Source: an optimization exercise on an open RTL-to-GDS flow (aim: small area, a short achievable clock period and few clock cycles per item). Production flows keep margins and buffers that such runs may drop. Function was not checked in any run shown here: the RTL went through the layout flow alone.

File: config.mk
export PLATFORM = sky130hd
export DESIGN_NAME = ycbcr420_to_rgb_flip_core
export DESIGN_NICKNAME = ycbcr420_to_rgb_flip_core
export VERILOG_FILES = /design/flow/design.v
export SDC_FILE = /design/flow/constraint.sdc
export NUM_CORES = 4
export LEC_CHECK = 0
export CAP_MARGIN = 20
export CORE_MARGIN = 2
export CORE_UTILIZATION = 40
export SLEW_MARGIN = 20
File: constraint.sdc
create_clock -name core_clock -period 11.0 [get_ports {clk}]
set_input_delay 2.2000 -clock core_clock [delete_from_list [all_inputs] [get_ports {clk}]]
set_output_delay 2.2000 -clock core_clock [all_outputs]
set_load 0.01 [all_outputs]
File: design.v
package ycrgb_pkg;
	localparam logic [9:0]  RST_COL_MAX = 10'd159;   
	localparam logic [9:0]  RST_ROW_MAX = 10'd119;   
	localparam logic [12:0] RST_ROW_STRIDE = 13'd960;
endpackage
module ycrgb_chroma
(
	input  logic [7:0] cb,    
	input  logic [7:0] cr,    
	output logic [9:0] kr,
	output logic [8:0] kg,
	output logic [9:0] kb
);
	wire rw1 = cr[7] ^ cr[5];
	wire rw2 = cr[7] & cr[5];
	wire rw3 = cr[6] ^ cr[4];
	wire rw4 = cr[6] & cr[4];
	wire rw5 = ~cr[7] ^ cr[5] ^ ~cr[1];
	wire rw6 = (~cr[7] & cr[5]) | (~cr[7] & ~cr[1]) | (cr[5] & ~cr[1]);
	wire rw7 = cr[6] ^ ~cr[2] ^ cr[0];
	wire rw8 = (cr[6] & ~cr[2]) | (cr[6] & cr[0]) | (~cr[2] & cr[0]);
	wire rw9 = ~cr[7] ^ ~cr[3];
	wire rw10 = ~cr[7] & ~cr[3];
	wire rw11 = ~cr[4] ^ cr[2];
	wire rw12 = ~cr[4] & cr[2];
	wire rw13 = ~cr[5] ^ cr[3] ^ ~cr[1];
	wire rw14 = (~cr[5] & cr[3]) | (~cr[5] & ~cr[1]) | (cr[3] & ~cr[1]);
	wire rw15 = ~cr[6] ^ cr[4] ^ ~cr[2];
	wire rw16 = (~cr[6] & cr[4]) | (~cr[6] & ~cr[2]) | (cr[4] & ~cr[2]);
	wire rw17 = cr[7] ^ cr[5] ^ ~cr[3];
	wire rw18 = (cr[7] & cr[5]) | (cr[7] & ~cr[3]) | (cr[5] & ~cr[3]);
	wire rw19 = cr[6] ^ ~cr[4] ^ cr[2];
	wire rw20 = (cr[6] & ~cr[4]) | (cr[6] & cr[2]) | (~cr[4] & cr[2]);
	wire rw21 = ~cr[7] ^ ~cr[5] ^ cr[3];
	wire rw22 = (~cr[7] & ~cr[5]) | (~cr[7] & cr[3]) | (~cr[5] & cr[3]);
	wire rw23 = ~cr[4] ^ cr[2];
	wire rw24 = ~cr[4] & cr[2];
	wire rw25 = ~cr[5] ^ cr[3] ^ cr[1];
	wire rw26 = (~cr[5] & cr[3]) | (~cr[5] & cr[1]) | (cr[3] & cr[1]);
	wire rw27 = ~cr[6] ^ cr[4] ^ cr[2];
	wire rw28 = (~cr[6] & cr[4]) | (~cr[6] & cr[2]) | (cr[4] & cr[2]);
	wire rw29 = cr[3] ^ 1'b1 ^ rw1;
	wire rw30 = (cr[3] & 1'b1) | (cr[3] & rw1) | (1'b1 & rw1);
	wire rw31 = ~cr[0] ^ rw3 ^ rw2;
	wire rw32 = (~cr[0] & rw3) | (~cr[0] & rw2) | (rw3 & rw2);
	wire rw33 = 1'b1 ^ rw5 ^ rw4;
	wire rw34 = (1'b1 & rw5) | (1'b1 & rw4) | (rw5 & rw4);
	wire rw35 = 1'b1 ^ rw7 ^ rw6;
	wire rw36 = (1'b1 & rw7) | (1'b1 & rw6) | (rw7 & rw6);
	wire rw37 = cr[1] ^ rw9 ^ rw8;
	wire rw38 = (cr[1] & rw9) | (cr[1] & rw8) | (rw9 & rw8);
	wire rw39 = ~cr[0] ^ rw11 ^ rw10;
	wire rw40 = (~cr[0] & rw11) | (~cr[0] & rw10) | (rw11 & rw10);
	wire rw41 = 1'b1 ^ rw13 ^ rw12;
	wire rw42 = (1'b1 & rw13) | (1'b1 & rw12) | (rw13 & rw12);
	wire rw43 = cr[0] ^ rw15 ^ rw14;
	wire rw44 = (cr[0] & rw15) | (cr[0] & rw14) | (rw15 & rw14);
	wire rw45 = cr[1] ^ rw17 ^ rw16;
	wire rw46 = (cr[1] & rw17) | (cr[1] & rw16) | (rw17 & rw16);
	wire rw47 = 1'b1 ^ rw19 ^ rw18;
	wire rw48 = (1'b1 & rw19) | (1'b1 & rw18) | (rw19 & rw18);
	wire rw49 = 1'b1 ^ rw21 ^ rw20;
	wire rw50 = (1'b1 & rw21) | (1'b1 & rw20) | (rw21 & rw20);
	wire rw51 = ~cr[6] ^ cr[4] ^ rw22;
	wire rw52 = (~cr[6] & cr[4]) | (~cr[6] & rw22) | (cr[4] & rw22);
	wire rw53 = cr[7] ^ cr[5];
	wire rw54 = cr[7] & cr[5];
	wire rw55 = cr[6] ^ 1'b1;
	wire rw56 = cr[6] & 1'b1;
	wire [22:0] rw57 = {1'b1,~cr[7],rw55,rw53,rw51,rw49,rw47,rw45,rw43,rw41,rw39,rw37,rw35,rw33,rw31,rw29,rw27,rw25,cr[0],~cr[3],~cr[2],~cr[1],~cr[0]};
	wire [22:0] rw58 = {1'b0,rw56,rw54,rw52,rw50,rw48,rw46,rw44,rw42,rw40,rw38,rw36,rw34,rw32,rw30,rw28,rw26,rw24,rw23,cr[1],cr[0],1'b0,1'b1};
	wire [22:0] rw59 = rw57 + rw58;
	assign kr = {rw59[22],rw59[21],rw59[20],rw59[19],rw59[18],rw59[17],rw59[16],rw59[15],rw59[14],rw59[13]};
	wire gw1 = ~cb[6] ^ cb[3];
	wire gw2 = ~cb[6] & cb[3];
	wire gw3 = cb[7] ^ cb[4];
	wire gw4 = cb[7] & cb[4];
	wire gw5 = cb[5] ^ ~cb[3];
	wire gw6 = cb[5] & ~cb[3];
	wire gw7 = ~cb[4] ^ ~cb[2];
	wire gw8 = ~cb[4] & ~cb[2];
	wire gw9 = ~cb[5] ^ ~cb[3] ^ ~cb[0];
	wire gw10 = (~cb[5] & ~cb[3]) | (~cb[5] & ~cb[0]) | (~cb[3] & ~cb[0]);
	wire gw11 = cr[5] ^ ~cr[1];
	wire gw12 = cr[5] & ~cr[1];
	wire gw13 = ~cb[6] ^ ~cb[4] ^ ~cb[1];
	wire gw14 = (~cb[6] & ~cb[4]) | (~cb[6] & ~cb[1]) | (~cb[4] & ~cb[1]);
	wire gw15 = cr[6] ^ ~cr[2];
	wire gw16 = cr[6] & ~cr[2];
	wire gw17 = cb[7] ^ ~cb[5] ^ ~cb[2];
	wire gw18 = (cb[7] & ~cb[5]) | (cb[7] & ~cb[2]) | (~cb[5] & ~cb[2]);
	wire gw19 = ~cr[7] ^ ~cr[3];
	wire gw20 = ~cr[7] & ~cr[3];
	wire gw21 = ~cb[6] ^ ~cb[3] ^ ~cr[4];
	wire gw22 = (~cb[6] & ~cb[3]) | (~cb[6] & ~cr[4]) | (~cb[3] & ~cr[4]);
	wire gw23 = cb[7] ^ ~cb[4] ^ ~cb[0];
	wire gw24 = (cb[7] & ~cb[4]) | (cb[7] & ~cb[0]) | (~cb[4] & ~cb[0]);
	wire gw25 = ~cb[5] ^ ~cb[1];
	wire gw26 = ~cb[5] & ~cb[1];
	wire gw27 = ~cb[6] ^ ~cb[2] ^ cr[7];
	wire gw28 = (~cb[6] & ~cb[2]) | (~cb[6] & cr[7]) | (~cb[2] & cr[7]);
	wire gw29 = cb[7] ^ ~cb[3];
	wire gw30 = cb[7] & ~cb[3];
	wire gw31 = ~cb[4] ^ cb[1] ^ ~cr[2];
	wire gw32 = (~cb[4] & cb[1]) | (~cb[4] & ~cr[2]) | (cb[1] & ~cr[2]);
	wire gw33 = ~cb[5] ^ cb[2] ^ ~cb[0];
	wire gw34 = (~cb[5] & cb[2]) | (~cb[5] & ~cb[0]) | (cb[2] & ~cb[0]);
	wire gw35 = ~cb[1] ^ ~cr[4] ^ cr[2];
	wire gw36 = (~cb[1] & ~cr[4]) | (~cb[1] & cr[2]) | (~cr[4] & cr[2]);
	wire gw37 = ~cr[0] ^ 1'b1;
	wire gw38 = ~cr[0] & 1'b1;
	wire gw39 = ~cb[2] ^ ~cr[5] ^ cr[3];
	wire gw40 = (~cb[2] & ~cr[5]) | (~cb[2] & cr[3]) | (~cr[5] & cr[3]);
	wire gw41 = ~cr[1] ^ gw3 ^ gw2;
	wire gw42 = (~cr[1] & gw3) | (~cr[1] & gw2) | (gw3 & gw2);
	wire gw43 = ~cr[6] ^ cr[4] ^ ~cr[2];
	wire gw44 = (~cr[6] & cr[4]) | (~cr[6] & ~cr[2]) | (cr[4] & ~cr[2]);
	wire gw45 = 1'b1 ^ gw5 ^ gw4;
	wire gw46 = (1'b1 & gw5) | (1'b1 & gw4) | (gw5 & gw4);
	wire gw47 = cb[6] ^ ~cb[4] ^ cr[7];
	wire gw48 = (cb[6] & ~cb[4]) | (cb[6] & cr[7]) | (~cb[4] & cr[7]);
	wire gw49 = cr[5] ^ ~cr[3] ^ gw6;
	wire gw50 = (cr[5] & ~cr[3]) | (cr[5] & gw6) | (~cr[3] & gw6);
	wire gw51 = ~cb[7] ^ ~cb[5] ^ cr[6];
	wire gw52 = (~cb[7] & ~cb[5]) | (~cb[7] & cr[6]) | (~cb[5] & cr[6]);
	wire gw53 = ~cr[4] ^ 1'b1;
	wire gw54 = ~cr[4] & 1'b1;
	wire gw55 = ~cb[6] ^ ~cr[7] ^ ~cr[5];
	wire gw56 = (~cb[6] & ~cr[7]) | (~cb[6] & ~cr[5]) | (~cr[7] & ~cr[5]);
	wire gw57 = ~cb[2] ^ ~cb[0];
	wire gw58 = ~cb[2] & ~cb[0];
	wire gw59 = ~cb[3] ^ ~cb[1];
	wire gw60 = ~cb[3] & ~cb[1];
	wire gw61 = cr[4] ^ ~cr[0] ^ 1'b1;
	wire gw62 = (cr[4] & ~cr[0]) | (cr[4] & 1'b1) | (~cr[0] & 1'b1);
	wire gw63 = 1'b1 ^ gw9 ^ gw11;
	wire gw64 = (1'b1 & gw9) | (1'b1 & gw11) | (gw9 & gw11);
	wire gw65 = gw13 ^ gw15 ^ gw10;
	wire gw66 = (gw13 & gw15) | (gw13 & gw10) | (gw15 & gw10);
	wire gw67 = gw17 ^ gw19 ^ gw14;
	wire gw68 = (gw17 & gw19) | (gw17 & gw14) | (gw19 & gw14);
	wire gw69 = 1'b1 ^ gw21 ^ gw18;
	wire gw70 = (1'b1 & gw21) | (1'b1 & gw18) | (gw21 & gw18);
	wire gw71 = ~cr[5] ^ 1'b1 ^ gw23;
	wire gw72 = (~cr[5] & 1'b1) | (~cr[5] & gw23) | (1'b1 & gw23);
	wire gw73 = ~cr[6] ^ 1'b1 ^ gw25;
	wire gw74 = (~cr[6] & 1'b1) | (~cr[6] & gw25) | (1'b1 & gw25);
	wire gw75 = ~cr[0] ^ 1'b1 ^ gw27;
	wire gw76 = (~cr[0] & 1'b1) | (~cr[0] & gw27) | (1'b1 & gw27);
	wire gw77 = cb[0] ^ ~cr[1] ^ gw29;
	wire gw78 = (cb[0] & ~cr[1]) | (cb[0] & gw29) | (~cr[1] & gw29);
	wire gw79 = cr[0] ^ 1'b1 ^ gw31;
	wire gw80 = (cr[0] & 1'b1) | (cr[0] & gw31) | (1'b1 & gw31);
	wire gw81 = ~cr[3] ^ cr[1] ^ gw33;
	wire gw82 = (~cr[3] & cr[1]) | (~cr[3] & gw33) | (cr[1] & gw33);
	wire gw83 = gw1 ^ gw35 ^ gw37;
	wire gw84 = (gw1 & gw35) | (gw1 & gw37) | (gw35 & gw37);
	wire gw85 = gw39 ^ gw41 ^ gw36;
	wire gw86 = (gw39 & gw41) | (gw39 & gw36) | (gw41 & gw36);
	wire gw87 = gw43 ^ gw45 ^ gw40;
	wire gw88 = (gw43 & gw45) | (gw43 & gw40) | (gw45 & gw40);
	wire gw89 = gw47 ^ gw49 ^ gw44;
	wire gw90 = (gw47 & gw49) | (gw47 & gw44) | (gw49 & gw44);
	wire gw91 = gw51 ^ gw53 ^ gw48;
	wire gw92 = (gw51 & gw53) | (gw51 & gw48) | (gw53 & gw48);
	wire gw93 = 1'b1 ^ gw55 ^ gw52;
	wire gw94 = (1'b1 & gw55) | (1'b1 & gw52) | (gw55 & gw52);
	wire gw95 = cb[7] ^ ~cr[6] ^ 1'b1;
	wire gw96 = (cb[7] & ~cr[6]) | (cb[7] & 1'b1) | (~cr[6] & 1'b1);
	wire gw97 = cr[2] ^ 1'b1;
	wire gw98 = cr[2] & 1'b1;
	wire gw99 = cr[3] ^ gw59 ^ gw58;
	wire gw100 = (cr[3] & gw59) | (cr[3] & gw58) | (gw59 & gw58);
	wire gw101 = gw7 ^ gw61 ^ gw60;
	wire gw102 = (gw7 & gw61) | (gw7 & gw60) | (gw61 & gw60);
	wire gw103 = gw8 ^ gw63 ^ gw62;
	wire gw104 = (gw8 & gw63) | (gw8 & gw62) | (gw63 & gw62);
	wire gw105 = gw12 ^ gw65 ^ gw64;
	wire gw106 = (gw12 & gw65) | (gw12 & gw64) | (gw65 & gw64);
	wire gw107 = gw16 ^ gw67 ^ gw66;
	wire gw108 = (gw16 & gw67) | (gw16 & gw66) | (gw67 & gw66);
	wire gw109 = gw20 ^ gw69 ^ gw68;
	wire gw110 = (gw20 & gw69) | (gw20 & gw68) | (gw69 & gw68);
	wire gw111 = gw22 ^ gw71 ^ gw70;
	wire gw112 = (gw22 & gw71) | (gw22 & gw70) | (gw71 & gw70);
	wire gw113 = gw24 ^ gw73 ^ gw72;
	wire gw114 = (gw24 & gw73) | (gw24 & gw72) | (gw73 & gw72);
	wire gw115 = gw26 ^ gw75 ^ gw74;
	wire gw116 = (gw26 & gw75) | (gw26 & gw74) | (gw75 & gw74);
	wire gw117 = gw28 ^ gw77 ^ gw76;
	wire gw118 = (gw28 & gw77) | (gw28 & gw76) | (gw77 & gw76);
	wire gw119 = gw30 ^ gw79 ^ gw78;
	wire gw120 = (gw30 & gw79) | (gw30 & gw78) | (gw79 & gw78);
	wire gw121 = gw32 ^ gw81 ^ gw80;
	wire gw122 = (gw32 & gw81) | (gw32 & gw80) | (gw81 & gw80);
	wire gw123 = gw34 ^ gw83 ^ gw82;
	wire gw124 = (gw34 & gw83) | (gw34 & gw82) | (gw83 & gw82);
	wire gw125 = gw38 ^ gw85 ^ gw84;
	wire gw126 = (gw38 & gw85) | (gw38 & gw84) | (gw85 & gw84);
	wire gw127 = gw42 ^ gw87 ^ gw86;
	wire gw128 = (gw42 & gw87) | (gw42 & gw86) | (gw87 & gw86);
	wire gw129 = gw46 ^ gw89 ^ gw88;
	wire gw130 = (gw46 & gw89) | (gw46 & gw88) | (gw89 & gw88);
	wire gw131 = gw50 ^ gw91 ^ gw90;
	wire gw132 = (gw50 & gw91) | (gw50 & gw90) | (gw91 & gw90);
	wire gw133 = gw54 ^ gw93 ^ gw92;
	wire gw134 = (gw54 & gw93) | (gw54 & gw92) | (gw93 & gw92);
	wire gw135 = gw56 ^ gw95 ^ gw94;
	wire gw136 = (gw56 & gw95) | (gw56 & gw94) | (gw95 & gw94);
	wire gw137 = cr[7] ^ 1'b1 ^ gw96;
	wire gw138 = (cr[7] & 1'b1) | (cr[7] & gw96) | (1'b1 & gw96);
	wire [23:0] gw139 = {gw138,gw137,gw135,gw133,gw131,gw129,gw127,gw125,gw123,gw121,gw119,gw117,gw115,gw113,gw111,gw109,gw107,gw105,gw103,gw101,gw99,gw57,~cb[1],~cb[0]};
	wire [23:0] gw140 = {1'b0,gw136,gw134,gw132,gw130,gw128,gw126,gw124,gw122,gw120,gw118,gw116,gw114,gw112,gw110,gw108,gw106,gw104,gw102,gw100,gw98,gw97,cr[1],cr[0]};
	wire [23:0] gw141 = gw139 + gw140;
	assign kg = {gw141[23],gw141[22],gw141[21],gw141[20],gw141[19],gw141[18],gw141[17],gw141[16],gw141[15]};
	wire bw1 = ~cb[7] ^ ~cb[5];
	wire bw2 = ~cb[7] & ~cb[5];
	wire bw3 = ~cb[6] ^ cb[4];
	wire bw4 = ~cb[6] & cb[4];
	wire bw5 = cb[3] ^ cb[0];
	wire bw6 = cb[3] & cb[0];
	wire bw7 = cb[1] ^ 1'b1 ^ bw3;
	wire bw8 = (cb[1] & 1'b1) | (cb[1] & bw3) | (1'b1 & bw3);
	wire bw9 = cb[7] ^ cb[5] ^ cb[2];
	wire bw10 = (cb[7] & cb[5]) | (cb[7] & cb[2]) | (cb[5] & cb[2]);
	wire bw11 = cb[6] ^ cb[3];
	wire bw12 = cb[6] & cb[3];
	wire bw13 = cb[2] ^ ~cb[0];
	wire bw14 = cb[2] & ~cb[0];
	wire bw15 = cb[3] ^ ~cb[1];
	wire bw16 = cb[3] & ~cb[1];
	wire bw17 = cb[4] ^ ~cb[2] ^ cb[0];
	wire bw18 = (cb[4] & ~cb[2]) | (cb[4] & cb[0]) | (~cb[2] & cb[0]);
	wire bw19 = cb[5] ^ ~cb[3] ^ cb[1];
	wire bw20 = (cb[5] & ~cb[3]) | (cb[5] & cb[1]) | (~cb[3] & cb[1]);
	wire bw21 = cb[6] ^ ~cb[4] ^ cb[2];
	wire bw22 = (cb[6] & ~cb[4]) | (cb[6] & cb[2]) | (~cb[4] & cb[2]);
	wire bw23 = 1'b1 ^ bw1 ^ bw5;
	wire bw24 = (1'b1 & bw1) | (1'b1 & bw5) | (bw1 & bw5);
	wire bw25 = bw2 ^ bw7 ^ bw6;
	wire bw26 = (bw2 & bw7) | (bw2 & bw6) | (bw7 & bw6);
	wire bw27 = bw4 ^ bw9 ^ bw8;
	wire bw28 = (bw4 & bw9) | (bw4 & bw8) | (bw9 & bw8);
	wire bw29 = 1'b1 ^ bw11 ^ bw10;
	wire bw30 = (1'b1 & bw11) | (1'b1 & bw10) | (bw11 & bw10);
	wire bw31 = ~cb[7] ^ cb[4] ^ bw12;
	wire bw32 = (~cb[7] & cb[4]) | (~cb[7] & bw12) | (cb[4] & bw12);
	wire bw33 = cb[5] ^ 1'b1;
	wire bw34 = cb[5] & 1'b1;
	wire bw35 = ~cb[7] ^ cb[0];
	wire bw36 = ~cb[7] & cb[0];
	wire [22:0] bw37 = {1'b1,~cb[7],cb[6],cb[5],cb[4],cb[3],cb[2],cb[1],1'b1,cb[6],bw33,bw31,bw29,bw27,bw25,bw23,bw21,bw19,bw17,bw15,1'b1,cb[1],cb[0]};
	wire [22:0] bw38 = {1'b0,1'b0,1'b1,1'b1,1'b1,1'b0,1'b1,bw36,bw35,bw34,bw32,bw30,bw28,bw26,bw24,bw22,bw20,bw18,bw16,bw14,bw13,1'b0,1'b0};
	wire [22:0] bw39 = bw37 + bw38;
	assign kb = {bw39[22],bw39[21],bw39[20],bw39[19],bw39[18],bw39[17],bw39[16],bw39[15],bw39[14],bw39[13]};
endmodule
module ycrgb_luma
(
	input  logic [7:0] luma,
	output logic [8:0] yy
);
	wire w1 = luma[4] ^ luma[2];
	wire w2 = luma[4] & luma[2];
	wire w3 = luma[5] ^ luma[3] ^ luma[1];
	wire w4 = (luma[5] & luma[3]) | (luma[5] & luma[1]) | (luma[3] & luma[1]);
	wire w5 = luma[6] ^ luma[4];
	wire w6 = luma[6] & luma[4];
	wire w7 = luma[7] ^ luma[5] ^ luma[3];
	wire w8 = (luma[7] & luma[5]) | (luma[7] & luma[3]) | (luma[5] & luma[3]);
	wire w9 = luma[6] ^ luma[4];
	wire w10 = luma[6] & luma[4];
	wire w11 = luma[7] ^ luma[5];
	wire w12 = luma[7] & luma[5];
	wire w13 = luma[7] ^ luma[2];
	wire w14 = luma[7] & luma[2];
	wire w15 = luma[3] ^ luma[1];
	wire w16 = luma[3] & luma[1];
	wire w17 = luma[0] ^ 1'b1 ^ w1;
	wire w18 = (luma[0] & 1'b1) | (luma[0] & w1) | (1'b1 & w1);
	wire w19 = 1'b1 ^ w3 ^ w2;
	wire w20 = (1'b1 & w3) | (1'b1 & w2) | (w3 & w2);
	wire w21 = luma[2] ^ w5 ^ w4;
	wire w22 = (luma[2] & w5) | (luma[2] & w4) | (w5 & w4);
	wire w23 = luma[0] ^ w7 ^ w6;
	wire w24 = (luma[0] & w7) | (luma[0] & w6) | (w7 & w6);
	wire w25 = luma[1] ^ w9 ^ w8;
	wire w26 = (luma[1] & w9) | (luma[1] & w8) | (w9 & w8);
	wire w27 = luma[2] ^ w11 ^ w10;
	wire w28 = (luma[2] & w11) | (luma[2] & w10) | (w11 & w10);
	wire w29 = luma[6] ^ luma[3] ^ w12;
	wire w30 = (luma[6] & luma[3]) | (luma[6] & w12) | (luma[3] & w12);
	wire w31 = luma[7] ^ luma[4];
	wire w32 = luma[7] & luma[4];
	wire [20:0] w33 = {1'b0,luma[7],luma[6],luma[5],w31,w29,w27,w25,w23,w21,w19,w17,w15,luma[0],luma[6],luma[5],luma[4],luma[3],luma[2],luma[1],luma[0]};
	wire [20:0] w34 = {1'b0,1'b0,1'b0,w32,w30,w28,w26,w24,w22,w20,w18,w16,w14,w13,luma[1],luma[0],1'b0,1'b0,1'b0,1'b0,1'b0};
	wire [20:0] w35 = w33 + w34;
	assign yy = {w35[20],w35[19],w35[18],w35[17],w35[16],w35[15],w35[14],w35[13],w35[12]};
endmodule
module ycbcr420_to_rgb_flip_core
#(
	parameter int MAX_WIDTH  = 2048,
	parameter int MAX_HEIGHT = 2048
) (
	input  logic        clk,
	input  logic        arst_n,
	input  logic        wr_en,
	input  logic [1:0]  wr_index,
	input  logic [12:0] wr_data,
	input  logic        s_tvalid,
	output logic        s_tready,
	input  logic [47:0] s_tdata,
	output logic        m_tvalid,
	input  logic        m_tready,
	output logic [71:0] m_tdata,
	output logic        m_tlast,
	output logic        m_tuser
);
	function automatic logic [7:0] sat8(input logic signed [10:0] v);
		if (v[10]) begin
			sat8 = 8'd0;
		end else if (v[9] | v[8]) begin
			sat8 = 8'd255;
		end else begin
			sat8 = v[7:0];
		end
	endfunction
	logic        ph;        
	logic        v1;
	logic        v2;
	logic        ld2;
	logic        r2_free;
	logic        ov;
	logic        olast;     
	logic        addr_ok;
	logic        adv;       
	logic        r1_free;
	logic        ld1;
	logic        ld1_in;    
	logic        ld_lo;
	logic        acc;
	logic        skid_v;    
	logic [7:0]  sk_a;
	logic [7:0]  sk_b;
	assign adv      = v2 && (!ov || m_tready) && addr_ok;
	assign r2_free  = !v2 || adv;
	assign ld2      = v1 && r2_free;
	assign r1_free  = !v1 || ld2;
	assign ld1      = r1_free && (skid_v || s_tvalid);
	assign ld1_in   = r1_free && !skid_v && s_tvalid;
	assign ld_lo    = adv && !olast;
	assign s_tready = ph && !skid_v;
	assign acc      = s_tvalid && s_tready;
	always_ff @(posedge clk or negedge arst_n) begin
		if (!arst_n) begin
			ph     <= 1'b0;
			skid_v <= 1'b0;
			v1     <= 1'b0;
			v2     <= 1'b0;
			ov     <= 1'b0;
			olast  <= 1'b1;
		end else begin
			if (ld1_in || acc) begin
				ph <= !ph;
			end
			if (acc && !r1_free) begin
				skid_v <= 1'b1;
			end else if (r1_free) begin
				skid_v <= 1'b0;
			end
			if (r1_free) begin
				v1 <= skid_v || s_tvalid;
			end
			if (r2_free) begin
				v2 <= v1;
			end
			if (adv) begin
				ov    <= 1'b1;
				olast <= !olast;
			end else if (m_tready) begin
				ov    <= 1'b0;
			end
		end
	end
	always_ff @(posedge clk) begin
		if (acc && !r1_free) begin
			sk_a <= s_tdata[23:16];
			sk_b <= s_tdata[31:24];
		end
	end
	logic [7:0] ya_q;
	logic [7:0] yb_q;
	logic [7:0] cb_q;
	logic [7:0] cr_q;
	always_ff @(posedge clk) begin
		if (ld1) begin
			ya_q <= skid_v ? sk_a : (ph ? s_tdata[23:16] : s_tdata[7:0]);
			yb_q <= skid_v ? sk_b : (ph ? s_tdata[31:24] : s_tdata[15:8]);
		end
		if (ld1_in) begin
			cb_q <= s_tdata[39:32];
			cr_q <= s_tdata[47:40];
		end
	end
	logic [8:0]        yy_a;
	logic [8:0]        yy_b;
	logic signed [9:0] kr;
	logic signed [8:0] kg;
	logic signed [9:0] kb;
	ycrgb_luma u_luma_a (.luma(ya_q), .yy(yy_a));
	ycrgb_luma u_luma_b (.luma(yb_q), .yy(yy_b));
	ycrgb_chroma u_chroma (
		.cb (cb_q ^ 8'h80),
		.cr (cr_q ^ 8'h80),
		.kr (kr),
		.kg (kg),
		.kb (kb)
	);
	logic [8:0]        yy_a_q;
	logic [8:0]        yy_b_q;
	logic signed [9:0] kr_q;
	logic signed [8:0] kg_q;
	logic signed [9:0] kb_q;
	always_ff @(posedge clk) begin
		if (ld2) begin
			yy_a_q <= yy_a;
			yy_b_q <= yy_b;
			kr_q   <= kr;
			kg_q   <= kg;
			kb_q   <= kb;
		end
	end
	function automatic logic [10:0] add11(input logic [10:0] a, input logic [10:0] b);
		logic c;
		c = 1'b0;
		for (int i = 0; i < 11; i++) begin
			add11[i] = a[i] ^ b[i] ^ c;
			c        = (a[i] & b[i]) | (c & (a[i] ^ b[i]));
		end
	endfunction
	logic [9:0]  cm;        
	logic [9:0]  rm;        
	logic [12:0] stride;
	logic [9:0]  col;       
	logic [9:0]  row;       
	logic        lc_q;      
	logic        lr_q;      
	logic        lr_q2;
	logic        wr_q;      
	logic        clamp;
	logic        lc_adv;
	logic        lr_adv;
	logic [23:0] base;      
	logic        bvalid;
	logic        bstart;
	logic [3:0]  bcnt;
	logic        kbit_q;
	logic        st_q;
	logic [9:0]  wr_max;
	logic [9:0]  col_n;
	logic [9:0]  row_n;
	logic [9:0]  kmul;
	logic [15:0] kmul_x;
	logic [23:0] badd_a;
	logic [23:0] badd_b;
	logic [23:0] badd;
	logic        row_step;
	logic        wr_geo;
	function automatic logic ge10(input logic [9:0] a, input logic [9:0] b);
		logic c;
		c = 1'b1;
		for (int i = 0; i < 10; i++) begin
			c = (a[i] & ~b[i]) | ((a[i] | ~b[i]) & c);
		end
		ge10 = c;
	endfunction
	function automatic logic [9:0] inc10(input logic [9:0] a);
		logic c;
		c = 1'b1;
		for (int i = 0; i < 10; i++) begin
			inc10[i] = a[i] ^ c;
			c        = a[i] & c;
		end
	endfunction
	function automatic logic [9:0] sub10(input logic [9:0] a, input logic [9:0] b);
		logic c;
		c = 1'b1;
		for (int i = 0; i < 10; i++) begin
			sub10[i] = a[i] ^ ~b[i] ^ c;
			c        = (a[i] & ~b[i]) | ((a[i] | ~b[i]) & c);
		end
	endfunction
	logic [9:0] col_p1;
	logic [9:0] row_p1;
	assign col_p1 = inc10(col);
	assign row_p1 = inc10(row);
	always_comb begin
		if (wr_data[10:0] == 11'd0) begin
			wr_max = 10'd0;
		end else if (wr_data[10]) begin
			wr_max = 10'd1023;
		end else begin
			wr_max = wr_data[9:0] - 10'd1;
		end
	end
	assign wr_geo = wr_en && (wr_index != 2'd3);
	always_ff @(posedge clk or negedge arst_n) begin
		if (!arst_n) begin
			cm     <= ycrgb_pkg::RST_COL_MAX;
			rm     <= ycrgb_pkg::RST_ROW_MAX;
			stride <= ycrgb_pkg::RST_ROW_STRIDE;
		end else if (wr_en) begin
			case (wr_index)
				2'd0: cm     <= wr_max;
				2'd1: rm     <= wr_max;
				2'd2: stride <= wr_data;
				default: ;
			endcase
		end
	end
	assign row_step = ld_lo && lc_q && !lr_q;
	assign clamp    = !bvalid && !wr_q && !wr_geo;
	assign lc_adv   = lc_q ? (cm == 10'd0) : ge10(col_p1, cm);
	assign lr_adv   = lc_q ? (lr_q ? (rm == 10'd0) : ge10(row_p1, rm)) : lr_q;
	always_comb begin
		col_n = col;
		row_n = row;
		if (ld_lo) begin
			if (lc_q) begin
				col_n = 10'd0;
				row_n = lr_q ? 10'd0 : row_p1;
			end else begin
				col_n = col_p1;
			end
		end else if (clamp) begin
			if (lc_q) begin
				col_n = cm;
			end
			if (lr_q) begin
				row_n = rm;
			end
		end
	end
	always_ff @(posedge clk or negedge arst_n) begin
		if (!arst_n) begin
			col   <= '0;
			row   <= '0;
			lc_q  <= 1'b0;
			lr_q  <= 1'b0;
			lr_q2 <= 1'b0;
			wr_q  <= 1'b0;
		end else begin
			col   <= col_n;
			row   <= row_n;
			if (ld_lo) begin
				lc_q <= lc_adv;
				lr_q <= lr_adv;
			end else begin
				lc_q <= (clamp && lc_q) || ge10(col, cm);
				lr_q <= (clamp && lr_q) || ge10(row, rm);
			end
			lr_q2 <= lr_q;
			wr_q  <= wr_geo;
		end
	end
	assign kmul   = lr_q ? rm : sub10(rm, row);
	assign kmul_x = {6'd0, kmul};
	assign bstart = st_q || wr_q || (lr_q && !lr_q2);
	assign badd_a = bvalid ? base : {base[22:0], 1'b0};
	assign badd_b = bvalid ? ~(24'({stride, 1'b0})) : (kbit_q ? 24'({stride, 1'b0}) : 24'd0);
	assign badd   = badd_a + badd_b + 24'(bvalid);
	always_ff @(posedge clk or negedge arst_n) begin
		if (!arst_n) begin
			bvalid <= 1'b0;
			bcnt   <= 4'd10;
			st_q   <= 1'b1;
		end else begin
			st_q <= 1'b0;
			if (bstart) begin
				bvalid <= 1'b0;
				bcnt   <= 4'd10;
			end else if (!bvalid) begin
				if (bcnt == 4'd0) begin
					bvalid <= 1'b1;
				end
				bcnt <= bcnt - 4'd1;
			end
		end
	end
	always_ff @(posedge clk) begin
		if (bstart) begin
			base   <= '0;
			kbit_q <= 1'b0;
		end else begin
			if (!bvalid || row_step) begin
				base <= badd;
			end
			kbit_q <= kmul_x[bcnt - 4'd1];
		end
	end
	assign addr_ok = olast ? (bvalid || lr_q) : 1'b1;
	logic [47:0] opix;
	logic [23:0] ooff;
	logic        ouser;
	logic [23:0] up_off;
	assign up_off = (lr_q ? 24'd0 : base) + 24'({col, 2'b00}) + 24'({col, 1'b0});
	always_ff @(posedge clk) begin
		if (adv) begin
			opix[7:0]   <= sat8(add11(11'(yy_a_q), 11'(kr_q)));
			opix[15:8]  <= sat8(add11(11'(yy_a_q), 11'(kg_q)));
			opix[23:16] <= sat8(add11(11'(yy_a_q), 11'(kb_q)));
			opix[31:24] <= sat8(add11(11'(yy_b_q), 11'(kr_q)));
			opix[39:32] <= sat8(add11(11'(yy_b_q), 11'(kg_q)));
			opix[47:40] <= sat8(add11(11'(yy_b_q), 11'(kb_q)));
			ooff        <= olast ? up_off : ooff + 24'(stride);
			ouser       <= !olast && lc_q && lr_q;
		end
	end
	assign m_tvalid = ov;
	assign m_tlast  = olast;
	assign m_tuser  = ouser;
	assign m_tdata  = {ooff, opix};
endmodule
File: flow/run.sh
#!/bin/bash
# The standard layout, with repair_timing aiming below the clock period
# (setup margin) so the critical paths are sized and buffered, and the port
# buffers made from the smallest buffer cell (repair sizes them up as needed).
set -euo pipefail
bash standard.sh SETUP_SLACK_MARGIN=7.0 "BUFFER_PORTS_ARGS=-buffer_cell sky130_fd_sc_hd__buf_1" finish > make.log 2>&1
File: standard.sh
#!/bin/bash
# synth_recipe.tcl (not shown) runs the flow's synth.tcl, then flattens the netlist and writes it again
# the make line also repeats each setting of config.mk as NAME=value (left out here)
make -C /OpenROAD-flow-scripts/flow DESIGN_CONFIG=/design/flow/config.mk WORK_HOME=/design/flow/orfs CLKGATE_MAP_FILE= SYNTH_SCRIPT=/design/flow/synth_recipe.tcl "${@:-finish}"
==> results of run 1 <==
[path summary, 6_finish.rpt]
| check | slack, ns | depth (start not counted) | endpoint | start |
|---|---|---|---|---|
| min reg2reg | 0.49 | 2 | base[8] | base[8] |
| max reg2reg | 6.78 | 15 | kbit_q | rm[0] |
| min | 0.49 | 2 | base[8] | base[8] |
| min in group asynchronous | 1.86 | 2 | stride[12] | arst_n |
| max | 6.78 | 15 | kbit_q | rm[0] |
| max in group asynchronous | 8.45 | 2 | bvalid | arst_n |
[Yosys cell counts (6+ instances only)]
library cell / number / area (sq um)
a2111oi_0: 6 / 52.55
a211oi_1: 26 / 195.2
a21o_1: 19 / 142.6
a21oi_1: 125 / 625.6
a22oi_1: 10 / 75.07
a31oi_1: 23 / 143.9
and2_1: 7 / 43.79
and3_1: 14 / 87.58
clkbuf_1: 58 / 217.7
dfrtp_1: 49 / 1226
dfstp_2: 20 / 525.5
dfxtp_1: 25 / 500.5
edfxtp_1: 168 / 5045
fa_1: 145 / 2903
ha_1: 241 / 3015
inv_1: 273 / 1025
mux2_2: 27 / 304.0
mux2i_1: 22 / 220.2
mux4_2: 6 / 135.1
nand2_1: 124 / 465.5
nand2b_1: 19 / 118.9
nand3_1: 25 / 125.1
nand4_1: 18 / 112.6
nor2_1: 188 / 705.7
nor2b_1: 38 / 237.7
nor3_1: 38 / 190.2
nor4_1: 8 / 50.05
o211ai_1: 7 / 52.55
o21a_1: 18 / 135.1
o21ai_0: 102 / 510.5
o22ai_1: 20 / 125.1
or3_1: 9 / 56.30
xnor2_1: 59 / 516.8
xor2_1: 43 / 376.6
[worst max-delay path: cells and delay by family (launching register included)]
kind                       cells  cell delay [ns]
buffers and inverters          3             0.15
and+or+nand+nor                1             0.08
muxes                          1             0.48
AOI/OAI and AO/OA              1             0.32
adders and majority gates      9             2.73
DFF                            1             0.38
[metal layers]
layer / GRT usage / vias up / wire length [um]
li1: - / 7601 / -
met1: 0.2729 / 7866 / 24570
met2: 0.3399 / 416 / 27660
met3: 0.02724 / 85 / 2906
met4: 0.05815 / 0 / 1376
met5: 0 / - / 0
[what timing repair did]
action / CTS / global route
resized for setup: 100 / 165
gates cloned: 1 / 0
buffers inserted: 52 / 29
pin swaps: 41 / 77
setup endpoints to repair: 117 / 85
[cell usage in the layout, fill, tap and decap left out, types with 25 or more instances in the layout]
cell | netlist | final
fa_1 | 145 | 86
edfxtp_1 | 168 | 168
a21oi_1 | 125 | 118
o21ai_0 | 102 | 96
xor2_1 | 43 | 43
buf_4 | 0 | 72
nor2b_1 | 38 | 35
inv_1 | 273 | 233
inv_2 | 0 | 31
fa_2 | 0 | 59
mux2_2 | 27 | 27
buf_1 | 3 | 142
clkbuf_16 | 0 | 31
nor2_1 | 188 | 152
nand3_1 | 25 | 25
dfxtp_1 | 25 | 25
nand2_1 | 124 | 117
ha_1 | 241 | 218
nor3_1 | 38 | 38
dfrtp_1 | 49 | 48
xnor2_1 | 59 | 59
[per-stage QoR]
step / cells / cell area, sq um / util
after floorplan: 2082 / 21200 / -
after global placement: 2863 / 22470 / 0.4285
after detailed placement: 2863 / 22470 / 0.4285
after CTS: 2972 / 24240 / 0.4621
after global routing: 3002 / 25130 / 0.4792
final: 3002 / 25130 / 0.4792
[registers in the layout (all words and copies together), names as in the netlist, 4 cells and up]
name / flops
stride: 13
ya_q: 8
ooff: 24
kb_q: 10
kg_q: 9
opix: 48
sk_b: 8
base: 24
yy_b_q: 9
yy_a_q: 9
yb_q: 8
row: 10
cb_q: 8
kr_q: 10
bcnt: 4
rm: 10
col: 10
cr_q: 8
cm: 10
sk_a: 8
[cell families (layout without fill, tap and decap cells)]
family	Yosys count	count (layout)	share of synthesized area
AOI/OAI and AO/OA	418	418	0.1237
xor gates and xnor gates	102	102	0.04227
adders and majority gates	396	396	0.2850
buffers and inverters	336	568	0.05973
DFF	262	262	0.3453
muxes	55	55	0.03120
other	1	1	0.0001774
and+or+nand+nor	512	512	0.1126
[final cells by class]
| cell class | instances | area share |
|---|---|---|
| multi-input combinational | 1484 | 0.5381 |
| timing repair buffer | 237 | 0.05337 |
| inverter | 274 | 0.04271 |
| tap | 688 | 0.03425 |
| timing repair inverter | 1 | 0.0001991 |
| clock inverter | 21 | 0.008712 |
| sequential | 262 | 0.2904 |
| clock buffer | 35 | 0.03226 |
==> summary.txt, run 1 <==
Finish
  – Synthesis-to-layout area growth: 18.91%
  – Area used by multi-input combinational logic: 13520 sq um
  – Net count of the finished layout: 2744
  – Share of post-route cells with drive strength above 1: 0.1863
  – Fill count: 4769
  – ANT cells: 0
  – Total area of sequential cells: 7298 sq um

Synth
  – Number of standard cells after synthesis: 2082
  – Syn avg cell area: 10.15 sq um
  – Share of flip-flops with an asynchronous set or reset: 0.2634
  – Number of enable-type register cells in the synthesized netlist: 168
  – Post-synthesis sequential element count: 262
  – Post-synthesis sequential area ratio: 0.3453
  – Total nets after synthesis: 2536
  – Synth warn: 1
  – Combined area of all synthesized cells: 21140 sq um
  – Number of distinct library cells after synthesis: 81
  – Dominant synthesized flop cell: edfxtp_1

Floorplanning
  – DIE AREA: 54690 sq um
  – Die X: 233.9 um
  – Cell Rows: 84
  – Area of the core: 52450 sq um
  – Total I/O pin count: 144
  – Initial core utilization: 0.4030
  – Height of the chip: 233.9 um

Critical path
  – CP most frequent cell: fa_2
  – CP Data Arrival Time: 4.73 ns
  – Kind of start point of the critical path: register
  – Cell type of the slowest stage on the worst timing path: mux4_2
  – Maximum cell stage delay along the critical path: 0.48 ns
  – Highest fanout seen on the critical path: 2
  – Ordered cell list for the critical path: inv_2, ha_4, inv_2, fa_2, fa_2, fa_2, fa_2, fa_2, fa_2, inv_2, fa_2, fa_1, mux4_2, o41a_1, nor2_1
  – Critical Path End Type: register
  – Worst setup path category: reg2reg
  – Critical path required time: 11.51 ns

Drt
  – Ratio of routed vias to standard cells: 5.319
  – Post-detailed-route wirelength per cell: 18.83 um
  – Remaining design rule violation count: 0
  – Initial drt markers: 1075
  – Remaining antenna violation count: 0
  – Final routed wirelength across all metal layers: 56.52 mm
  – Routed vias: 15970
  – Count of TritonRoute iterations in the first routing pass: 5

Clock tree
  – Later-pin clock latency in the skew report: 0.60 ns
  – Post-CTS Hold Fix Bufs: 0
  – Number of clock buffers inserted by TritonCTS: 30
  – Clock tree root buffer cell: clkbuf_16
  – Clock transition at the register clock pins on the worst setup and hold paths after CTS: 0.06 ns
  – Largest buffer count on any clock path: 3
  – Number of H-tree levels: 1
  – Number of clock sinks: 262
  – TritonCTS clock tree: yes

Timing
  – Actual transition at the worst max-transition pin: 0.9977 ns
  – Worst-case headroom to the max-slew limit: 0.3349
  – Setup violation total in the final timing report: 0
  – Clock Skews: 0.03397 ns
  – Final-report max-slew violation count: 0
  – Post-route clock period utilization: 0.3837
  – Final hold vios: 0
  – Hold WS: 0.4863 ns
  – RSZ-0062 raised after global routing: true
  – Highest clock rate: 0.2370 GHz
  – Time the worst path needs with I/O delays and setup: 4.220 ns
  – Smallest setup slack after layout: 6.780 ns
  – Fin Setup TNS: 0 ns

GRT
  – GRT Total Usage: 0.2022
  – Antenna violations before repair: 1
  – First-pass GRT wire length: 86.86 mm
  – Total global routing overflow: 0
  – Largest net degree at the start of global routing: 70
  – Number of global-route vias before repair: 15950

Outcome
  – Status: timing/DRC/antenna clean

Placed design
  – Final weighted congestion in routability-driven placement: 0.8856
  – PortBufs: 143
  – Half-perimeter wire length after placement: 40.25 mm
  – Setup slack after placement: 6.411 ns

Run
  – Reported max-cap violation count: 0

Hold path
  – Class of the worst hold path: reg2reg
==> inputs of run 2 (changes only) <==
--- a/config.mk
+++ b/config.mk
@@ -8,4 +8,5 @@
 export CAP_MARGIN = 20
 export CORE_MARGIN = 2
 export CORE_UTILIZATION = 40
+export CTS_BUF_LIST = sky130_fd_sc_hd__clkbuf_8
 export SLEW_MARGIN = 20
==> summary.txt, run 2 <==
Critical path
  – Worst r2r path cells: 15 (unchanged)
  – Critical path required time: 11.54 ns (was 11.51 ns)
  – Worst setup path category: reg2reg (unchanged)
  – Kind of cell adding the most delay to the critical path: adder cells (unchanged)
  – Ordered cell list for the critical path: inv_2, ha_4, inv_2, fa_2, fa_2, fa_2, fa_2, fa_2, fa_2, inv_2, fa_2, fa_1, mux4_2, o41a_1, nor2_1 (unchanged)
  – Cell type of the slowest stage on the worst timing path: mux4_2 (unchanged)
  – Kind of start point of the critical path: register (unchanged)
  – CP Data Arrival Time: 4.75 ns (was 4.73 ns)
  – Critical Path End Type: register (unchanged)
  – Count of buffering cells on the critical path with inverters included: 3 (unchanged)
  – Crit. path cell count: 15 (unchanged)
  – Maximum cell stage delay along the critical path: 0.48 ns (about the same)
  – CP most frequent cell: fa_2 (unchanged)
  – Highest fanout seen on the critical path: 2 (unchanged)

Clock tree
  – Number of clock sinks: 262 (unchanged)
  – Largest buffer count on any clock path: 3 (unchanged)
  – TritonCTS clock tree: yes (unchanged)
  – Number of clock buffers inserted by TritonCTS: 48 (was 30)
  – Number of H-tree levels: 2 (was 1)
  – Later-pin clock latency in the skew report: 0.65 ns (was 0.60 ns)
  – Clock tree root buffer cell: clkbuf_8 (was clkbuf_16)
  – Clock transition at the register clock pins on the worst setup and hold paths after CTS: 0.06 ns (about the same)

Synth
  – Number of standard cells after synthesis: 2082 (unchanged)
  – Dominant synthesized flop cell: edfxtp_1 (unchanged)
  – Post-synthesis sequential element count: 262 (unchanged)
  – Number of distinct library cells after synthesis: 81 (unchanged)
  – Number of enable-type register cells in the synthesized netlist: 168 (unchanged)
  – Top cells by count, synth: inv_1 (273), ha_1 (241), nor2_1 (188) (unchanged)
  – Combinational family with the most area after synthesis: adder cells (unchanged)
  – Post-synthesis sequential area ratio: 0.3453 (unchanged)
  – XOR/XNOR share of the synthesized area: 0.04227 (unchanged)
  – Combined area of all synthesized cells: 21140 sq um (unchanged)
  – Total nets after synthesis: 2536 (unchanged)
  – Multiplexer share of the synthesized area: 0.03120 (unchanged)
  – Syn avg cell area: 10.15 sq um (unchanged)
  – Biggest area contributors in the synthesized netlist: edfxtp_1 (24%), ha_1 (14%), fa_1 (14%) (unchanged)
  – Adder and majority gate portion of the synthesized area: 0.2850 (unchanged)
  – Simple-Gate Fraction of Synth Area: 0.1126 (unchanged)
  – Leading area contributor after synthesis: edfxtp_1 (unchanged)
  – Share of flip-flops with an asynchronous set or reset: 0.2634 (unchanged)
  – Most frequent cell after synthesis: inv_1 (unchanged)
  – Synth warn: 1 (unchanged)
  – Yosys top cell area share: 0.2387 (unchanged)
  – Share of the synthesized area in compound gates (AO/OA/AOI/OAI): 0.1237 (unchanged)

Floorplanning
  – DIE AREA: 54690 sq um (unchanged)
  – Height of the chip: 233.9 um (unchanged)
  – Initial core utilization: 0.4030 (unchanged)
  – Total I/O pin count: 144 (unchanged)
  – Cell Rows: 84 (unchanged)
  – Die X: 233.9 um (unchanged)
  – Area of the core: 52450 sq um (unchanged)

Timing
  – Highest clock rate: 0.2372 GHz (was 0.2370 GHz)
  – Final hold vios: 0 (unchanged)
  – Time the worst path needs with I/O delays and setup: 4.215 ns (was 4.220 ns)
  – Final-report max-slew violation count: 0 (unchanged)
  – Worst-case headroom to the max-slew limit: 0.3368 (was 0.3349)
  – Setup violation total in the final timing report: 0 (unchanged)
  – Post-route clock period utilization: 0.3832 (was 0.3837)
  – RSZ-0062 raised after global routing: true (unchanged)
  – Fin Setup TNS: 0 ns (unchanged)
  – Clock Skews: 0.06105 ns (was 0.03397 ns)
  – Actual transition at the worst max-transition pin: 0.9949 ns (was 0.9977 ns)

Finish
  – Util after Layout: 0.4738 (was 0.4792)
  – Net count of the finished layout: 2752 (was 2744)
  – Largest registers in the final layout: opix (48), base (24), ooff (24) (unchanged)
  – Top library cells by usage in the layout, fill and taps aside: inv_1 (253), ha_1 (220), edfxtp_1 (168) (was inv_1 (233), ha_1 (218), edfxtp_1 (168))
  – Most common cell after layout, fill and taps aside: inv_1 (unchanged)
  – Final Instance Area: 24850 sq um (was 25130 sq um)
  – Synthesis-to-layout area growth: 17.57% (was 18.91%)
  – ANT cells: 0 (unchanged)
  – Fill count: 4838 (was 4769)
  – Register name with the most flops: opix (unchanged)
  – Max FFs per register: 48 (unchanged)
  – Share of post-route cells with drive strength above 1: 0.1782 (was 0.1863)

Drt
  – Remaining design rule violation count: 0 (unchanged)
  – Initial drt markers: 1068 (was 1075)
  – Post-detailed-route wirelength per cell: 18.35 um (was 18.83 um)
  – Final routed wirelength across all metal layers: 55.46 mm (was 56.52 mm)
  – Count of TritonRoute iterations in the first routing pass: 5 (unchanged)
  – Remaining antenna violation count: 0 (unchanged)
  – Routed vias: 15980 (was 15970)
  – Ratio of routed vias to standard cells: 5.286 (was 5.319)

GRT
  – Total global routing overflow: 0 (unchanged)
  – GRT Total Usage: 0.2035 (was 0.2022)
  – Number of global-route vias before repair: 16100 (was 15950)
  – First-pass GRT wire length: 87.04 mm (was 86.86 mm)
  – Largest net degree at the start of global routing: 70 (unchanged)
  – Antenna violations before repair: 0 (was 1)

Hold path
  – Cell depth of the worst min-delay path: 2 (unchanged)
  – Class of the worst hold path: reg2reg (unchanged)

Placed design
  – PortBufs: 143 (unchanged)
  – Half-perimeter wire length after placement: 40.25 mm (unchanged)
  – Dpl cell area: 22470 sq um (unchanged)
  – Final weighted congestion in routability-driven placement: 0.8856 (unchanged)

Run
  – Reported max-cap violation count: 0 (unchanged)

Outcome
  – Status: timing/DRC/antenna clean (unchanged)
## run 2: cell counts after synthesis
Identical to the previous run, type by type.
## run 2: area by class of cell
cell class              count  area (sq um)  share of cell area
clock buffers              54         743.2             0.02991
clock inverters            32         225.2            0.009063
inverters                 274          1065             0.04285
multi-input cells        1484         13400              0.5393
flip-flops and latches    262          7298              0.2937
well taps                 688         860.8             0.03464
repair buffers            227          1251             0.05035
repair inverters            1         5.005           0.0002014
## run 2: final timing paths
kind | slack (ns) | endpoint | startpoint
max reg2reg | 6.78 | kbit_q | rm[0]
min reg2reg | 0.49 | base[8] | base[8]
max in group asynchronous | 8.49 | col[6] | arst_n
max | 6.78 | kbit_q | rm[0]
min | 0.49 | base[8] | base[8]
min in group asynchronous | 1.81 | stride[11] | arst_n
## run 2: cells by family (layout without fill, tap and decap cells)
family,after synthesis,count (layout)
muxes,55,55
DFF,262,262
adders and majority gates,396,396
and+or+nand+nor,512,512
xor gates and xnor gates,102,102
other,1,1
buffers and inverters,336,588
AOI/OAI and AO/OA,418,418
## run 2: layer usage
layer / track usage / wire length [um]
met1: 0.2715 / 24260
met2: 0.3378 / 26430
met3: 0.03502 / 3298
met4: 0.06329 / 1469
met5: 0 / 0
## run 2: repair_timing
| action | in CTS | in global routing |
|---|---|---|
| gates resized for setup | 88 | 149 |
| setup endpoints to repair | 114 | 82 |
| cloned | 1 | 0 |
| pin swaps | 45 | 62 |
| hold buffers | 0 | 0 |
| buffers inserted | 51 | 20 |
## run 2: worst register-to-register path, cell delays in order (launching register included)
cell and delay, ns:
dfstp_2 0.38, inv_2 0.06, ha_4 0.12, inv_2 0.03, fa_2 0.33, fa_2 0.34
fa_2 0.34, fa_2 0.34, fa_2 0.34, fa_2 0.34, inv_2 0.06, fa_2 0.19
fa_1 0.40, mux4_2 0.48, o41a_1 0.32, nor2_1 0.08
## run 2: per-stage QoR
step | hold slack [ns] | instances | setup slack (ns)
after floorplan | 0.3721 | 2082 | 6.814
after global placement | 0.4487 | 2863 | 6.447
after detailed placement | 0.4633 | 2863 | 6.411
after CTS | 0.4748 | 3001 | 6.778
after global routing | 0.5045 | 3022 | 6.689
final | 0.4854 | 3022 | 6.785
==> inputs of run 3 (changes only) <==
==> flow/run.sh (replaced) <==
#!/bin/bash
# The standard layout, with repair_timing aiming below the clock period
# (setup margin) so the critical paths are sized and buffered, and the port
# buffers made from the smallest buffer cell (repair sizes them up as needed).
set -euo pipefail
bash standard.sh SETUP_SLACK_MARGIN=7.3 "BUFFER_PORTS_ARGS=-buffer_cell sky130_fd_sc_hd__buf_1" finish > make.log 2>&1
--- a/config.mk
+++ b/config.mk
@@ -8,5 +8,4 @@
 export CAP_MARGIN = 20
 export CORE_MARGIN = 2
 export CORE_UTILIZATION = 40
-export CTS_BUF_LIST = sky130_fd_sc_hd__clkbuf_8
 export SLEW_MARGIN = 20
==> summary.txt, run 3 <==
Finish
  – Register name with the most flops: opix (unchanged)
  – Fill count: 4641 (was 4838)
  – Final Instance Area: 26170 sq um (was 24850 sq um)
  – Largest registers in the final layout: opix (48), base (24), ooff (24) (unchanged)
  – Share of post-route cells with drive strength above 1: 0.2275 (was 0.1782)
  – Top library cells by usage in the layout, fill and taps aside: inv_1 (237), ha_1 (212), edfxtp_1 (168) (was inv_1 (253), ha_1 (220), edfxtp_1 (168))
  – Max FFs per register: 48 (unchanged)
  – ANT cells: 0 (unchanged)
  – Count of non-filler cells in the finished layout: 3062 (was 3022)
  – Most common cell after layout, fill and taps aside: inv_1 (unchanged)
  – Synthesis-to-layout area growth: 23.83% (was 17.57%)
  – Net count of the finished layout: 2802 (was 2752)

Critical path
  – Cell type of the slowest stage on the worst timing path: mux4_2 (unchanged)
  – Count of buffering cells on the critical path with inverters included: 3 (unchanged)
  – Maximum cell stage delay along the critical path: 0.48 ns (about the same)
  – CP most frequent cell: fa_2 (unchanged)
  – Kind of start point of the critical path: register (unchanged)
  – CP Data Arrival Time: 4.76 ns (was 4.75 ns)
  – Highest fanout seen on the critical path: 2 (unchanged)
  – Worst setup path category: reg2reg (unchanged)
  – Kind of cell adding the most delay to the critical path: adder cells (unchanged)
  – Ordered cell list for the critical path: inv_1, ha_1, inv_1, fa_2, fa_2, fa_2, fa_2, fa_2, fa_2, inv_2, fa_2, fa_1, mux4_2, o41a_1, nor2_1 (was inv_2, ha_4, inv_2, fa_2, fa_2, fa_2, fa_2, fa_2, fa_2, inv_2, fa_2, fa_1, mux4_2, o41a_1, nor2_1)
  – Critical Path End Type: register (unchanged)
  – Critical path required time: 11.46 ns (was 11.54 ns)

Synth
  – Total nets after synthesis: 2536 (unchanged)
  – Post-synthesis sequential element count: 262 (unchanged)
  – Share of flip-flops with an asynchronous set or reset: 0.2634 (unchanged)
  – Yosys top cell area share: 0.2387 (unchanged)
  – Number of distinct library cells after synthesis: 81 (unchanged)
  – Most frequent cell after synthesis: inv_1 (unchanged)
  – Post-synthesis sequential area ratio: 0.3453 (unchanged)
  – Combined area of all synthesized cells: 21140 sq um (unchanged)
  – Biggest area contributors in the synthesized netlist: edfxtp_1 (24%), ha_1 (14%), fa_1 (14%) (unchanged)
  – Number of standard cells after synthesis: 2082 (unchanged)
  – Number of enable-type register cells in the synthesized netlist: 168 (unchanged)
  – Synth warn: 1 (unchanged)
  – Leading area contributor after synthesis: edfxtp_1 (unchanged)
  – Dominant synthesized flop cell: edfxtp_1 (unchanged)
  – Syn avg cell area: 10.15 sq um (unchanged)
  – Top cells by count, synth: inv_1 (273), ha_1 (241), nor2_1 (188) (unchanged)

Clock tree
  – Largest buffer count on any clock path: 3 (unchanged)
  – Number of H-tree levels: 2 (unchanged)
  – TritonCTS clock tree: yes (unchanged)
  – Number of clock buffers inserted by TritonCTS: 34 (was 48)
  – Clock tree root buffer cell: clkbuf_16 (was clkbuf_8)
  – Number of clock sinks: 262 (unchanged)
  – Clock transition at the register clock pins on the worst setup and hold paths after CTS: 0.06 ns (about the same)
  – Later-pin clock latency in the skew report: 0.55 ns (was 0.65 ns)

Drt
  – Post-detailed-route wirelength per cell: 18.39 um (was 18.35 um)
  – Initial drt markers: 872 (was 1068)
  – Final routed wirelength across all metal layers: 56.32 mm (was 55.46 mm)
  – Remaining design rule violation count: 0 (unchanged)
  – Count of TritonRoute iterations in the first routing pass: 7 (was 5)
  – Ratio of routed vias to standard cells: 5.253 (was 5.286)
  – Routed vias: 16090 (was 15980)
  – Remaining antenna violation count: 0 (unchanged)

Timing
  – Actual transition at the worst max-transition pin: 0.9635 ns (was 0.9949 ns)
  – Highest clock rate: 0.2328 GHz (was 0.2372 GHz)
  – Final hold vios: 0 (unchanged)
  – Post-route clock period utilization: 0.3906 (was 0.3832)
  – Final-report max-slew violation count: 0 (unchanged)
  – Time the worst path needs with I/O delays and setup: 4.296 ns (was 4.215 ns)
  – Clock Skews: 0.03044 ns (was 0.06105 ns)
  – Fin Setup TNS: 0 ns (unchanged)
  – RSZ-0062 raised after global routing: true (unchanged)
  – Worst-case headroom to the max-slew limit: 0.3577 (was 0.3368)
  – Setup violation total in the final timing report: 0 (unchanged)
  – Hold WS: 0.4769 ns (was 0.4854 ns)

Outcome
  – Status: timing/DRC/antenna clean (unchanged)

Floorplanning
  – DIE AREA: 54690 sq um (unchanged)
  – Height of the chip: 233.9 um (unchanged)
  – Total I/O pin count: 144 (unchanged)
  – Initial core utilization: 0.4030 (unchanged)
  – Cell Rows: 84 (unchanged)
  – Die X: 233.9 um (unchanged)
  – Area of the core: 52450 sq um (unchanged)

GRT
  – Antenna violations before repair: 1 (was 0)
  – First-pass GRT wire length: 87.74 mm (was 87.04 mm)
  – Number of global-route vias before repair: 16250 (was 16100)
  – Largest net degree at the start of global routing: 70 (unchanged)
  – GRT Total Usage: 0.2057 (was 0.2035)
  – Total global routing overflow: 0 (unchanged)

Placed design
  – Cell total after placement: 2863 (unchanged)
  – PortBufs: 143 (unchanged)
  – Half-perimeter wire length after placement: 40.45 mm (was 40.25 mm)
  – Final weighted congestion in routability-driven placement: 0.8880 (was 0.8856)
  – Dpl cell area: 22630 sq um (was 22470 sq um)

Hold path
  – Class of the worst hold path: reg2reg (unchanged)

Run
  – Reported max-cap violation count: 0 (unchanged)
[run 3: cell count changes in the layout (fill, tap and decap cells not counted), moves of 10 or more]
cell and change:
inv_1 -16, clkbuf_16 +37, nor2_1 -16, clkbuf_8 -54
buf_4 +39, buf_6 +18, nor2_4 +10, ha_4 +11
[run 3: worst paths after layout]
| check | start | end | slack, ns | cells after the start |
|---|---|---|---|---|
| worst max-delay path | rm[0] | kbit_q | 6.70 | 15 |
| worst min-delay path | base[11] | base[11] | 0.48 | 2 |
| worst max register to register | rm[0] | kbit_q | 6.70 | 15 |
| worst min register to register | base[11] | base[11] | 0.48 | 2 |
| max in group asynchronous | arst_n | lr_q | 8.38 | 2 |
| min in group asynchronous | arst_n | stride[11] | 1.89 | 2 |
[run 3: metrics by stage]
stage                     setup WS [ns]    util
after global routing              6.583  0.4990
after detailed placement          6.381  0.4314
after CTS                         6.709  0.4762
after floorplan                   6.814       -
final                             6.704  0.4990
after global placement            6.458  0.4314
[run 3: final cells by class]
type                       instances  area (sq um)  share of cell area
tap                              688         860.8             0.03289
clock inverter                    20         207.7            0.007936
inverter                         274          1072             0.04097
clock buffer                      42         902.1             0.03447
sequential                       262          7305              0.2791
timing repair buffer             291          1883             0.07195
multi-input combinational       1485         13940              0.5327
[run 3: timing repair]
| action | 4_1_cts | 5_1_grt |
|---|---|---|
| setup endpoints to repair | 266 | 179 |
| pin swaps | 69 | 80 |
| resized for setup | 175 | 163 |
| hold endpoints to repair | 0 | 0 |
| hold buffers | 0 | 0 |
| gates cloned | 0 | 4 |
| buffers inserted | 75 | 58 |
[run 3: worst reg2reg max path, delay by kind of cell (launching register included)]
kind | cells | cell delay, ns
AO/OA/AOI/OAI | 1 | 0.32
AND/OR/NAND/NOR | 1 | 0.08
buffers and inverters | 3 | 0.17
adder cells (fa/ha/maj) | 9 | 2.83
flip-flops | 1 | 0.37
multiplexers | 1 | 0.48
[run 3: layer usage]
| metal | share of wire | vias up | GRT usage | wire length [um] |
|---|---|---|---|---|
| met5 | 0 | - | 0 | 0 |
| met2 | 0.49 | 416 | 0.3540 | 27740 |
| li1 | - | 7738 | - | - |
| met4 | 0.021 | 0 | 0.05182 | 1170 |
| met1 | 0.44 | 7859 | 0.2725 | 24540 |
| met3 | 0.051 | 73 | 0.02918 | 2865 |
[run 3: cell families after synthesis]
family,synth area share
mux,0.03120
fa+ha+maj,0.2850
compound gates,0.1237
buf+inv,0.05973
xor+xnor,0.04227
simple gates,0.1126
other cells,0.0001774
flops,0.3453

==> port drivers added, routing unchanged <==
Ports are ideal in the flow. The routed layouts listed here were re-timed in OpenROAD.
Step 1: set_driving_cell puts a clkbuf_16 on clk and a buf_2 on each other input, an assumption about the parent block.
Step 2 also shifts input and output timing later by t, the mid clock arrival at the registers, as if the neighbouring blocks saw the same clock.
Three values: ideal, step 1, step 2; two values: the first two.
run | shift t [ns] | slack for setup (ns) | hold WS [ns]
run 1 | 0.640 | 6.780 / 6.780 / 6.566 | 0.486 / 0.486 / 0.486
run 2 | 0.679 | 6.785 / 6.785 / 6.503 | 0.485 / 0.485 / 0.485
run 3 | 0.595 | 6.704 / 6.704 / 6.704 | 0.477 / 0.477 / 0.477
After both steps setup and hold are still met in every run listed. The setup slack of run 2, which loses most, moves by 0.000 ns with the drivers and by -0.282 ns with both steps.
